Background: an optimization exercise with open tools, aiming at small area, a short achievable clock period and few clock cycles per item. Do not read the settings as production practice.
At most, simulation tests tie the RTL to the original design; equivalence was not proved.
Power is estimated from default activity; no workload was simulated.

==> flow/design.v (excerpt) <==
module signed_int32_divider (
    input  logic        i_clk,
    input  logic        i_rst_n,
    input  logic        i_req_valid,
    output logic        o_req_ready,
    input  logic [31:0] i_req_numerator,
    input  logic [31:0] i_req_denominator,
    output logic        o_rsp_valid,
    input  logic        i_rsp_ready,
    output logic [31:0] o_rsp_quotient,
    output logic [1:0]  o_rsp_status
);
    localparam logic [1:0] ST_OK   = 2'd0;
    localparam logic [1:0] ST_OVF  = 2'd1;
    localparam logic [1:0] ST_DIV0 = 2'd2;
    logic        r_idle;    
    logic        r_setup;   
    logic        r_iter;    
    logic        r_done;    
    logic [31:0] r_rem;     
    logic [31:0] r_den;     
    logic        r_cin;     
    logic [31:0] r_quot;    
    logic [4:0]  r_cnt;     
    logic        r_neg;     
    logic [1:0]  r_status;
    logic [5:0]  r_cn;      
    logic [5:0]  r_cd;      
    logic        r_pn;      
    logic        r_pd;      
    function automatic logic [5:0] clz32(input logic [31:0] x);
        clz32 = 6'd32;
        for (int i = 0; i < 32; i++) begin
            if (x[i]) clz32 = 31 - i;
        end
    endfunction
    function automatic logic negpow2(input logic [31:0] x);
        negpow2 = x[31] & ~|(~x[31:1] & x[30:0]);
    endfunction
    logic        take;
  ...
Settings: LEC_CHECK=0, CAP_MARGIN=20, CORE_MARGIN=2, CORE_UTILIZATION=40, SLEW_MARGIN=20; clock period 4.4 ns.
run.sh (not shown) runs the stock make flow with config.mk's settings and CLKGATE_MAP_FILE= SYNTH_SCRIPT=/design/flow/synth_recipe.tcl, a recipe that flattens the netlist after the stock synthesis.
Edit:
SETUP_SLACK_MARGIN = 0.5   (was not set)
Critical path depth does not change.
Wire length grows by 2.8%.
Via count rises by 1.9%.
Final cell count rises by 1.0%.
Power rose by 2.1%.
Register-to-register slack improves by 0.42 ns.
No functional check of the RTL was part of any run of this note.

---

v16:
Another version of the RTL of signed_int32_divider (not shown whole).
Size in the first run: about 1300 cells after synthesis, about 100 I/O pins.
export LEC_CHECK = 0
export CAP_MARGIN = 20
export CORE_MARGIN = 2
export CORE_UTILIZATION = 55
export SETUP_SLACK_MARGIN = 1.45
export SLEW_MARGIN = 20
create_clock -name core_clock -period 4.4 [get_ports {i_clk}]
standard.sh (not shown) runs the stock make flow with config.mk's settings and CLKGATE_MAP_FILE= SYNTH_SCRIPT=/design/flow/synth_recipe.tcl, a recipe that flattens the netlist after the stock synthesis.
==> flow/flow/run.sh <==
#!/bin/bash
# The standard layout (standard.sh, all ORFS steps), except that the
# port buffers are plain sky130_fd_sc_hd__buf_1 cells instead of the
# flow's default choice. make's output goes to standard.log; ORFS keeps
# each step's log under orfs/logs/.
set -o pipefail
export BUFFER_PORTS_ARGS="-buffer_cell sky130_fd_sc_hd__buf_1"
bash standard.sh > standard.log 2>&1
v16 finished every stage and its layout cleared the timing, DRC and antenna checks.
Testbench counts of v16, summed over its fixed seeds: cycles 21,002, items 2,400.
The inputs of v2 differ from those of v16 as listed below.
Settings: changing SETUP_SLACK_MARGIN from 1.45 to 1.3.
### Flow results
- Cmp v16 and v2 / wire length after detailed routing / lower: v2
- v2 has total number of nets in the final design below what v16 had.
- Against v16 as the reference, v2 delivers a lower cell area.
- Going from v16 to v2, ratio of final minimum period to clock period higher; share of power burned in combinational logic down 0.8 points.

---

Another version of the RTL of signed_int32_divider (not shown whole).
Size: roughly 120 flip-flops, ~100 I/O pins, ~11,000 um^2 of cells after synthesis.
Design signed_int32_divider, start of the top module:
module signed_int32_divider (
    input  logic        i_clk,
    input  logic        i_rst_n,
    input  logic        i_req_valid,
    output logic        o_req_ready,
    input  logic [31:0] i_req_numerator,
    input  logic [31:0] i_req_denominator,
    output logic        o_rsp_valid,
    input  logic        i_rsp_ready,
    output logic [31:0] o_rsp_quotient,
    output logic [1:0]  o_rsp_status
);
Settings: LEC_CHECK=0, CAP_MARGIN=20, CORE_MARGIN=2, CORE_UTILIZATION=40, SETUP_SLACK_MARGIN=1.0, SLEW_MARGIN=20; clock period 4.4 ns.
run.sh (not shown) runs the stock make flow with config.mk's settings and CLKGATE_MAP_FILE= SYNTH_SCRIPT=/design/flow/synth_recipe.tcl, a recipe that flattens the netlist after the stock synthesis.
Stock flow here: none of the scripts above is used.
The baseline produced a clean layout.
Testbench counts at the start, summed over its fixed seeds: cycles 20,933, items 2,400.
Edit:
==> flow/flow/run.sh (new file) <==
#!/bin/bash
# The standard layout (standard.sh, all ORFS steps), except that the
# port buffers are plain sky130_fd_sc_hd__buf_1 cells instead of the
# flow's default choice. make's output goes to standard.log; ORFS keeps
# each step's log under orfs/logs/.
set -o pipefail
export BUFFER_PORTS_ARGS="-buffer_cell sky130_fd_sc_hd__buf_1"
bash standard.sh > standard.log 2>&1
==> flow/standard.sh (new file) <==
#!/bin/bash
# synth_recipe.tcl (not shown) runs the flow's synth.tcl, then flattens the netlist and writes it again
# the make line also repeats each setting of config.mk as NAME=value (left out here)
make -C /OpenROAD-flow-scripts/flow DESIGN_CONFIG=/design/flow/config.mk WORK_HOME=/design/flow/orfs CLKGATE_MAP_FILE= SYNTH_SCRIPT=/design/flow/synth_recipe.tcl "${@:-finish}"
- CORE_UTILIZATION: 40 -> 70
- SETUP_SLACK_MARGIN: 1.0 -> 1.3
removed: flow/run.sh
What happened: Via count came out higher by a few percent; wire length came out lower slightly; synthesized cell count stays the same; combinational power rises slightly; worst setup slack improved by 0.18 ns; clock skew stays flat.
Edit:
==> flow/run.sh (new file) <==
#!/bin/bash
# synth_recipe.tcl (not shown) runs the flow's synth.tcl, then flattens the netlist and writes it again
# the make line also repeats each setting of config.mk as NAME=value (left out here)
make -C /OpenROAD-flow-scripts/flow DESIGN_CONFIG=/design/flow/config.mk WORK_HOME=/design/flow/orfs CLKGATE_MAP_FILE= SYNTH_SCRIPT=/design/flow/synth_recipe.tcl finish
- CORE_UTILIZATION: 70 -> 40
- CTS_BUF_LIST: not set -> sky130_fd_sc_hd__clkbuf_8
- CTS_CLUSTER_DIAMETER: not set -> 100
- CTS_CLUSTER_SIZE: not set -> 40
- SETUP_SLACK_MARGIN: 1.3 -> not set
removed: flow/flow/run.sh
removed: flow/standard.sh
Outcome: The new run completed without violations. Global-route usage goes down by 17 points. Design area came out higher by 2.7%. Synthesized cell count is unchanged. Utilization falls by 34 points. Maximum frequency came out lower by 15%. Setup slack got worse by 0.53 ns. Routed wire length is higher by 0.82%. Sequential cell count does not change.
Edit:
==> flow/flow/run.sh (new file) <==
#!/bin/bash
# The standard layout (standard.sh, all ORFS steps), except that the
# port buffers are plain sky130_fd_sc_hd__buf_1 cells instead of the
# flow's default choice. make's output goes to standard.log; ORFS keeps
# each step's log under orfs/logs/.
set -o pipefail
export BUFFER_PORTS_ARGS="-buffer_cell sky130_fd_sc_hd__buf_1"
bash standard.sh > standard.log 2>&1
==> flow/standard.sh (new file) <==
#!/bin/bash
# synth_recipe.tcl (not shown) runs the flow's synth.tcl, then flattens the netlist and writes it again
# the make line also repeats each setting of config.mk as NAME=value (left out here)
make -C /OpenROAD-flow-scripts/flow DESIGN_CONFIG=/design/flow/config.mk WORK_HOME=/design/flow/orfs CLKGATE_MAP_FILE= SYNTH_SCRIPT=/design/flow/synth_recipe.tcl "${@:-finish}"
- SETUP_SLACK_MARGIN: not set -> 1.3
removed: flow/run.sh
The changed run went through all stages and came out clean; worst setup slack is better by 0.48 ns; routed wire length barely changes; fmax rose by about a fifth; synthesized cell count is unchanged; cell area drops slightly.

what the ideal ports hide:
Ports are ideal in the flow. The routed layouts listed here were re-timed in OpenROAD.
Step 1 assumes that a clkbuf_16 drives the clock port and a buf_2 every other input.
Step 2, shift: input delay + t, output delay - t, t = (earliest + latest rising clock arrival at the registers) / 2. This alone moves slack from input paths to output paths.
Slacks: ideal / step 1 / step 2; pairs: ideal / step 1.
run	t (ns)	slack for setup (ns)	slew at the worst register clock pin (ns)
the first run of note 1	0.471	0.147 / 0.099 / 0.162	0.07 / 0.07
the second run of note 1	0.475	0.106 / 0.056 / 0.286	0.06 / 0.06
v16	0.470	1.463 / 1.463 / 1.213	0.06 / 0.06
v2	0.471	1.427 / 1.427 / 1.209	0.06 / 0.06
the first run of note 3	0.481	1.100 / 1.100 / 0.694	0.07 / 0.07
the second run of note 3	0.469	1.277 / 1.277 / 0.893	0.06 / 0.06
the third run of note 3	0.516	0.743 / 0.743 / 0.567	0.10 / 0.10
the fourth run of note 3	0.505	1.222 / 1.222 / 0.909	0.10 / 0.10
After both steps every run listed still meets setup and hold. For the first run of note 3, which loses most, drivers alone change the setup slack by 0.000 ns; drivers and shift together by -0.406 ns.
